Background: an optimization exercise with open tools, aiming at small area, a short achievable clock period and few clock cycles per item. Do not read the settings as production practice. The RTL was checked by simulation tests, not by an equivalence proof against the original design.

==> design/flow/design.v <==
package fxalu_pkg;
  localparam int FRACTION_BITS = 14;
  localparam int WORD_BITS     = 32;
  localparam int INT_BITS      = WORD_BITS - 1 - FRACTION_BITS;
  localparam int DIV_WIDTH     = WORD_BITS + FRACTION_BITS;
  localparam int DIV_STEPS     = 8;
  localparam int DIV_STAGES    = (DIV_WIDTH + DIV_STEPS - 1) / DIV_STEPS;
  typedef enum logic [3:0] {
    OP_TO_FIXED     = 4'd0,
    OP_TO_INT_TRUNC = 4'd1,
    OP_TO_INT_NEAR  = 4'd2,
    OP_ADD          = 4'd3,
    OP_ADD_INT      = 4'd4,
    OP_SUB          = 4'd5,
    OP_SUB_INT      = 4'd6,
    OP_MUL          = 4'd7,
    OP_MUL_INT      = 4'd8,
    OP_DIV          = 4'd9,
    OP_DIV_INT      = 4'd10
  } op_t;
  typedef enum logic [1:0] {
    ST_OK       = 2'd0,
    ST_RANGE    = 2'd1,
    ST_DIV_ZERO = 2'd2
  } status_t;
  typedef struct packed {
    logic                   is_div;
    logic                   qneg;
    logic [WORD_BITS-1:0]   res;
    logic [1:0]             st;
  } side_t;
  localparam int SIDE_BITS = 1 + 1 + WORD_BITS + 2;
endpackage
import fxalu_pkg::*;
module fxalu_div (
  input  logic                   clk,
  input  logic                   rst,
  input  logic                   advance,
  input  logic                   in_valid,
  input  fxalu_pkg::side_t                  in_side,
  input  logic [DIV_WIDTH-1:0]   in_num,
  input  logic [WORD_BITS-1:0]   in_den,
  output logic                   out_valid,
  output fxalu_pkg::side_t                  out_side,
  output logic [DIV_WIDTH-1:0]   out_quot
);
  logic [DIV_STAGES-1:0]                vld;
  logic [DIV_STAGES-1:0][SIDE_BITS-1:0] side;
  logic [DIV_STAGES-1:0][WORD_BITS-1:0] rem;
  logic [DIV_STAGES-1:0][DIV_WIDTH-1:0] quo;
  logic [DIV_STAGES-1:0][WORD_BITS-1:0] den;
  for (genvar k = 0; k < DIV_STAGES; k++) begin : g_stage
    logic                 p_vld;
    logic [SIDE_BITS-1:0] p_side;
    logic [WORD_BITS-1:0] p_rem;
    logic [DIV_WIDTH-1:0] p_quo;
    logic [WORD_BITS-1:0] p_den;
    logic [WORD_BITS-1:0] rem_next;
    logic [DIV_WIDTH-1:0] quo_next;
    if (k == 0) begin : g_first
      assign p_vld  = in_valid;
      assign p_side = in_side;
      assign p_rem  = '0;
      assign p_quo  = in_num;
      assign p_den  = in_den;
    end else begin : g_rest
      assign p_vld  = vld[k-1];
      assign p_side = side[k-1];
      assign p_rem  = rem[k-1];
      assign p_quo  = quo[k-1];
      assign p_den  = den[k-1];
    end
    always_comb begin
      logic [WORD_BITS:0] t;
      rem_next = p_rem;
      quo_next = p_quo;
      for (int j = 0; j < DIV_STEPS; j++) begin
        if (k * DIV_STEPS + j < DIV_WIDTH) begin
          t = {rem_next, quo_next[DIV_WIDTH-1]};
          quo_next = {quo_next[DIV_WIDTH-2:0], 1'b0};
          if (t >= {1'b0, p_den}) begin
            t = t - {1'b0, p_den};
            quo_next[0] = 1'b1;
          end
          rem_next = t[WORD_BITS-1:0];
        end
      end
    end
    always_ff @(posedge clk) begin
      if (rst) begin
        vld[k] <= 1'b0;
      end else if (advance) begin
        vld[k] <= p_vld;
      end
    end
    always_ff @(posedge clk) begin
      if (advance) begin
        side[k] <= p_side;
        rem[k]  <= rem_next;
        quo[k]  <= quo_next;
        den[k]  <= p_den;
      end
    end
  end
  assign out_valid = vld[DIV_STAGES-1];
  assign out_side  = side[DIV_STAGES-1];
  assign out_quot  = quo[DIV_STAGES-1];
endmodule
import fxalu_pkg::*;
module fixed_point_17_14_alu_top (
  input  logic                        clk,
  input  logic                        rst,
  input  logic                        req_valid,
  output logic                        req_stall,
  input  logic [3:0]                  op,
  input  logic signed [WORD_BITS-1:0] operand_a,
  input  logic signed [WORD_BITS-1:0] operand_b,
  output logic                        rsp_valid,
  input  logic                        rsp_stall,
  output logic signed [WORD_BITS-1:0] result,
  output logic [1:0]                  status
);
  localparam int W34 = WORD_BITS + 2;
  localparam logic signed [W34-1:0] HALF  = W34'(1) <<< (FRACTION_BITS - 1);
  localparam logic signed [W34-1:0] ROUND = (W34'(1) <<< FRACTION_BITS) - W34'(1);
  function automatic logic [WORD_BITS:0] to_fixed(logic [WORD_BITS-1:0] v);
    logic bad;
    logic [WORD_BITS-1:0] fx;
    bad = !((&v[WORD_BITS-1:INT_BITS]) || (~|v[WORD_BITS-1:INT_BITS]));
    fx  = bad ? '1 : (v << FRACTION_BITS);
    to_fixed = {bad, fx};
  endfunction
  logic advance;
  logic                          s0_valid;
  logic                          s0_mul;
  logic                          s0_mul_int;
  fxalu_pkg::side_t                         s0_side;
  logic signed [2*WORD_BITS-1:0] s0_prod;
  logic [DIV_WIDTH-1:0]          s0_nmag;
  logic [WORD_BITS-1:0]          s0_dmag;
  fxalu_pkg::side_t                side_c;
  logic [DIV_WIDTH-1:0] nmag_c;
  logic [WORD_BITS-1:0] dmag_c;
  fxalu_pkg::side_t                div_side_in;
  logic                 div_valid;
  fxalu_pkg::side_t                div_side;
  logic [DIV_WIDTH-1:0] div_quot;
  logic [WORD_BITS-1:0] qlo;
  assign advance   = !(rsp_valid && rsp_stall);
  assign req_stall = !advance;
  always_comb begin
    logic [WORD_BITS:0]          fx;
    logic signed [WORD_BITS-1:0] t32;
    logic signed [W34-1:0]       t34;
    logic signed [DIV_WIDTH-1:0] nval;
    fx  = '0;
    t32 = '0;
    t34 = '0;
    side_c.is_div = 1'b0;
    side_c.qneg   = operand_a[WORD_BITS-1] ^ operand_b[WORD_BITS-1];
    side_c.res    = '0;
    side_c.st     = ST_OK;
    case (op)
      OP_TO_FIXED: begin
        fx = to_fixed(operand_a);
        side_c.res = fx[WORD_BITS-1:0];
        side_c.st  = fx[WORD_BITS] ? ST_RANGE : ST_OK;
      end
      OP_TO_INT_TRUNC: begin
        t32 = operand_a + (operand_a[WORD_BITS-1] ? WORD_BITS'(ROUND) : '0);
        side_c.res = t32 >>> FRACTION_BITS;
      end
      OP_TO_INT_NEAR: begin
        t34 = {{2{operand_a[WORD_BITS-1]}}, operand_a};
        if (operand_a > 0) t34 = t34 + HALF;
        else               t34 = t34 - HALF + ROUND;
        side_c.res = WORD_BITS'(t34 >>> FRACTION_BITS);
      end
      OP_ADD: side_c.res = operand_a + operand_b;
      OP_ADD_INT: begin
        fx = to_fixed(operand_b);
        side_c.res = operand_a + fx[WORD_BITS-1:0];
        side_c.st  = fx[WORD_BITS] ? ST_RANGE : ST_OK;
      end
      OP_SUB: side_c.res = operand_a - operand_b;
      OP_SUB_INT: begin
        fx = to_fixed(-operand_b);
        side_c.res = operand_a + fx[WORD_BITS-1:0];
        side_c.st  = fx[WORD_BITS] ? ST_RANGE : ST_OK;
      end
      OP_DIV, OP_DIV_INT: begin
        if (operand_b == '0) side_c.st = ST_DIV_ZERO;
        else                 side_c.is_div = 1'b1;
      end
      default: ;
    endcase
    if (op == OP_DIV) nval = {operand_a, {FRACTION_BITS{1'b0}}};
    else nval = {{FRACTION_BITS{operand_a[WORD_BITS-1]}}, operand_a};
    nmag_c = nval[DIV_WIDTH-1] ? -nval : nval;
    dmag_c = operand_b[WORD_BITS-1] ? -operand_b : operand_b;
  end
  always_ff @(posedge clk) begin
    if (rst) begin
      s0_valid <= 1'b0;
    end else if (advance) begin
      s0_valid <= req_valid;
    end
  end
  always_ff @(posedge clk) begin
    if (advance) begin
      s0_mul     <= (op == OP_MUL);
      s0_mul_int <= (op == OP_MUL_INT);
      s0_side    <= side_c;
      s0_prod    <= operand_a * operand_b;
      s0_nmag    <= nmag_c;
      s0_dmag    <= dmag_c;
    end
  end
  always_comb begin
    div_side_in = s0_side;
    if (s0_mul)     div_side_in.res = s0_prod[FRACTION_BITS+WORD_BITS-1:FRACTION_BITS];
    if (s0_mul_int) div_side_in.res = s0_prod[WORD_BITS-1:0];
  end
  fxalu_div u_div (
    .clk       (clk),
    .rst       (rst),
    .advance   (advance),
    .in_valid  (s0_valid),
    .in_side   (div_side_in),
    .in_num    (s0_nmag),
    .in_den    (s0_dmag),
    .out_valid (div_valid),
    .out_side  (div_side),
    .out_quot  (div_quot)
  );
  assign qlo       = div_quot[WORD_BITS-1:0];
  assign rsp_valid = div_valid;
  assign result    = div_side.is_div ? (div_side.qneg ? -qlo : qlo) : div_side.res;
  assign status    = div_side.st;
endmodule
==> design/flow/run.sh <==
#!/bin/bash
# synth_recipe.tcl (not shown) runs the flow's synth.tcl, then flattens the netlist and writes it again
# the make line also repeats each setting of config.mk as NAME=value (left out here)
make -C /OpenROAD-flow-scripts/flow DESIGN_CONFIG=/design/flow/config.mk WORK_HOME=/design/flow/orfs CLKGATE_MAP_FILE= SYNTH_SCRIPT=/design/flow/synth_recipe.tcl finish
==> design/flow/config.mk <==
export PLATFORM = sky130hd
export DESIGN_NAME = fixed_point_17_14_alu_top
export DESIGN_NICKNAME = fixed_point_17_14_alu_top
export VERILOG_FILES = /design/flow/design.v
export SDC_FILE = /design/flow/constraint.sdc
export NUM_CORES = 4
export LEC_CHECK = 0
export CAP_MARGIN = 20
export CORE_MARGIN = 2
export CORE_UTILIZATION = 30
export SETUP_SLACK_MARGIN = 0.5
export SLEW_MARGIN = 20
==> design/flow/constraint.sdc <==
create_clock -name core_clock -period 28.0 [get_ports {clk}]
set_input_delay 5.6000 -clock core_clock [delete_from_list [all_inputs] [get_ports {clk}]]
set_output_delay 5.6000 -clock core_clock [all_outputs]
set_load 0.01 [all_outputs]
==> results.txt <==
-- what timing repair did --
action                     CTS  global route
pin swaps                    6            83
resized for setup           80           291
cloned                       1             4
buffers inserted            21            56
setup endpoints to repair  132           165
-- flip-flops by register name (all words and copies together), names as in the netlist, 32 cells and up --
register	count
s0_side	36
s0_prod	46
u_div.quo	198
s0_nmag	46
u_div.den	160
u_div.side	216
s0_dmag	32
u_div.rem	160
-- cell families (layout without fill, tap and decap cells) --
group / count (synthesis) / after routing / synth area share (%)
AOI/OAI and AO/OA: 4400 / 4402 / 19.0
xor gates and xnor gates: 1415 / 1415 / 8.41
adders and majority gates: 2527 / 2527 / 25.7
buffers and inverters: 2274 / 2691 / 5.89
DFF: 903 / 903 / 18.4
muxes: 832 / 832 / 6.29
other: 0 / 10 / 0
and+or+nand+nor: 5088 / 5088 / 16.3
-- final cells by class --
type                       instances  area share, %
tap                             6475           4.92
clock buffer                     123           1.73
antenna                           10         0.0152
multi-input combinational      14300           68.6
clock inverter                    78          0.599
sequential                       903           16.4
timing repair buffer             785           3.79
inverter                        1705           3.90
-- placed cells by master, fill, tap and decap left out, types with 57 or more instances in the layout --
master / netlist / layout
buf_4: 3 / 642
clkdlybuf4s50_1: 0 / 57
or3_1: 139 / 138
or2_2: 60 / 58
nand3_1: 304 / 302
a21oi_1: 1324 / 1291
nand4_1: 215 / 215
nand2_1: 1726 / 1723
xor2_1: 495 / 495
a31oi_1: 153 / 140
nor2_1: 1208 / 1199
inv_1: 1687 / 1681
mux2_2: 619 / 619
clkbuf_16: 0 / 114
o21ai_1: 22 / 67
nor2b_1: 221 / 220
nor3_1: 316 / 307
o21a_1: 209 / 207
mux2i_1: 169 / 160
a211oi_1: 104 / 92
nor4_1: 98 / 90
and3_1: 131 / 128
o21ai_0: 968 / 899
o211ai_1: 73 / 73
xnor2_1: 920 / 920
a21o_1: 605 / 603
edfxtp_1: 896 / 896
a21boi_0: 119 / 105
ha_1: 1687 / 1676
nand2b_1: 218 / 218
o31ai_1: 98 / 87
o21bai_1: 190 / 190
fa_1: 840 / 839
and2_1: 305 / 303
-- metrics by stage --
stage	cells	worst slack, ns	hold slack [ns]	setup TNS (ns)	cell area (um2)
after global placement	24000	-1.11	0.401	-34.15	159000
after detailed placement	24100	-1.29	0.405	-55.72	159000
after CTS	24300	0.504	0.329	0	163000
after global routing	24300	0.215	0.335	0	165000
final	24300	1.66	0.344	0	165000
after floorplan	17400	0.537	0.400	0	147000
-- layer usage --
layer / track usage, % / vias to the layer above / share of wire, %
met5: 0 / - / 0.013
met4: 6.92 / 10 / 4.2
met3: 2.65 / 943 / 6.8
met2: 33.1 / 4726 / 45
met1: 27.3 / 64000 / 44
li1: - / 62300 / -
-- critical path, delay by kind of cell, from the launching register on --
| kind | cells | cell delay, ns |
|---|---|---|
| AO/OA/AOI/OAI | 63 | 13.48 |
| adder cells (fa/ha/maj) | 8 | 2.60 |
| buffers and inverters | 12 | 2.19 |
| flip-flops | 1 | 0.64 |
| multiplexers | 7 | 2.45 |
| AND/OR/NAND/NOR | 28 | 4.61 |
-- worst max-delay path by stage --
stage | start | end | slack [ns]
2_1_floorplan | u_div.den[65] | u_div.rem[124] | 0.54
6_report | u_div.den[26] | u_div.rem[33] | 1.66
5_1_grt | u_div.den[11] | u_div.rem[33] | 0.21
3_5_place_dp | u_div.den[41] | u_div.rem[92] | -1.29
4_1_cts | u_div.quo[91] | u_div.rem[92] | 0.50
3_3_place_gp | u_div.den[41] | u_div.rem[92] | -1.11
==> flow_summary_export.csv <==
group,metric,value,unit
layout,multi_input_area,0.113,mm2
setup_path,r2r-start,"u_div.den[26]",
floorplanning,dieArea,0.497,mm2
min_path,hold_depth,0,
sta,slew_viol_final,0,
setup_path,r2r_setup_slack,1.66,ns
setup_path,cp.required,28.58,ns
clock_network,clk_pin_slew_worst_paths,0.07,ns
global_route,grt_start_max_net_pins,171,
synth,yosysSeqAreaShare,18.4,%
floorplanning,fp-row-count,257,
synth,syn-num-nets,20000,
status,status,"complete, no violations",
min_path,hold_end,"u_div.quo[80]",
synth,syn_avg_cell_area,8.45,um2
layout,drive_gt1_share,10.8,%
synth,syn_inst,17400,
synth,synth_warnings,2,
layout,postLayoutCoreUtil,33.7,%
synth,synthFlopType,"edfxtp_1",
sta,layout_min_cycle_time,26.34,ns
synth,ys_async_sr_fraction,0,%
sta,finalHoldViolCount,0,
sta,setup_violations,0,
setup_path,critPathMaxFanout,19,
placed_design,place.gp.congestion,0.962,
layout,fill_cells,51000,
synth,synth.most_common_cell,"nand2_1",
global_route,antenna_found_initial,24,
drt,totalWireLength,525000,um
layout,syn2layout_area_growth,11.8,%
layout,nNetsFinal,20400,
synth,synth_top_area_share,18.3,%
sta,fin_crit_sh,94.1,%
synth,yosysTopAreaCell,"edfxtp_1",
placed_design,port_buffers,107,
setup_path,cpPeakStageDelay,0.70,ns
floorplanning,dieHeight,705,um
clock_network,cts_root_buf,"clkbuf_16",
floorplanning,io-pin-count,108,
synth,synth-seq-cells,903,
job,maxCapViolations,0,
floorplanning,start_util,30.1,%
global_route,grtUsageTotal,20.2,%
floorplanning,chipWidth,705,um
sta,clock-skew-final,0.108,ns
layout,layout.area.seq,0.0270,mm2
placed_design,hpwl,418000,um
setup_path,start_kind,"flop",
drt,vias,132000,
clock_network,postCtsHoldBufs,0,
global_route,first_global_vias,126000,
drt,drt-pass1-iter-count,6,
min_path,min_path_type,"flop to flop",
clock_network,clk_path_buf_depth,4,
clock_network,cts_tree,"built",
setup_path,critPathSlowestCell,"a2111oi_1",
setup_path,cp_common_cell,"ha_1",
synth,synthTopCellsByCount,"1726 x nand2_1, 1687 x ha_1, 1687 x inv_1",
clock_network,clk_latency,0.89,ns
sta,timing.fmax,38.0,MHz
drt,drc,0,
global_route,grt_pass1_wl,782000,um
clock_network,cts_buffers,112,
drt,ant_nets,0,
floorplanning,core,0.489,mm2
sta,relSlewSlack,23.8,%
sta,grt_setup_unrepaired,"yes",
synth,synth_area_leaders,"edfxtp_1 18%, ha_1 14%, fa_1 11%",
min_path,holdCritStartpoint,"u_div.quo[26]",
sta,tightest_slew,1.14,ns
setup_path,arrival,26.92,ns
synth,synth_edf_count,896,
clock_network,cts_max_level,3,
setup_path,setup.worst_path.end_class,"flop",
setup_path,crit_type,"flop to flop",
drt,routed_via_density,5.43,
setup_path,r2r_end,"u_div.rem[33]",
synth,synth_cell_types,111,
synth,syn_area,0.147,mm2
clock_network,cts.sinks,903,
global_route,overflow,0,
setup_path,r2r_cells,118,
drt,wl_per_cell,21.6,um
drt,drt_iter0_markers,11500,
Testbench counts, summed over its fixed seeds: cycles 16,056, items 16,000.

-- afterwards: timing with drivers on the ports --
In the flow no input, the clock included, has a driving cell. The finished layout below was timed again as built, in two steps.
Step 1 (the two cells are an assumption about what drives the block):
set clk [get_ports {clk}]
set_driving_cell -lib_cell sky130_fd_sc_hd__clkbuf_16 $clk
set_driving_cell -lib_cell sky130_fd_sc_hd__buf_2 [delete_from_list [all_inputs] $clk]
Step 2 times the ports against the registers' clock, not the clock port: input delays grow and output delays shrink by t, the midpoint of the rising clock arrivals with the driver on.
Three values: ideal, step 1, step 2; two values: the first two.
t (ns): 0.923
setup WS [ns]: 1.660 / 1.660 / 1.660
latest minus earliest clock arrival (ns): 0.113 / 0.113
cell pins on the clock port's net: 1
After both steps setup and hold are still met in this run. The setup slack of this run moves by 0.000 ns with the drivers and by 0.000 ns with both steps.
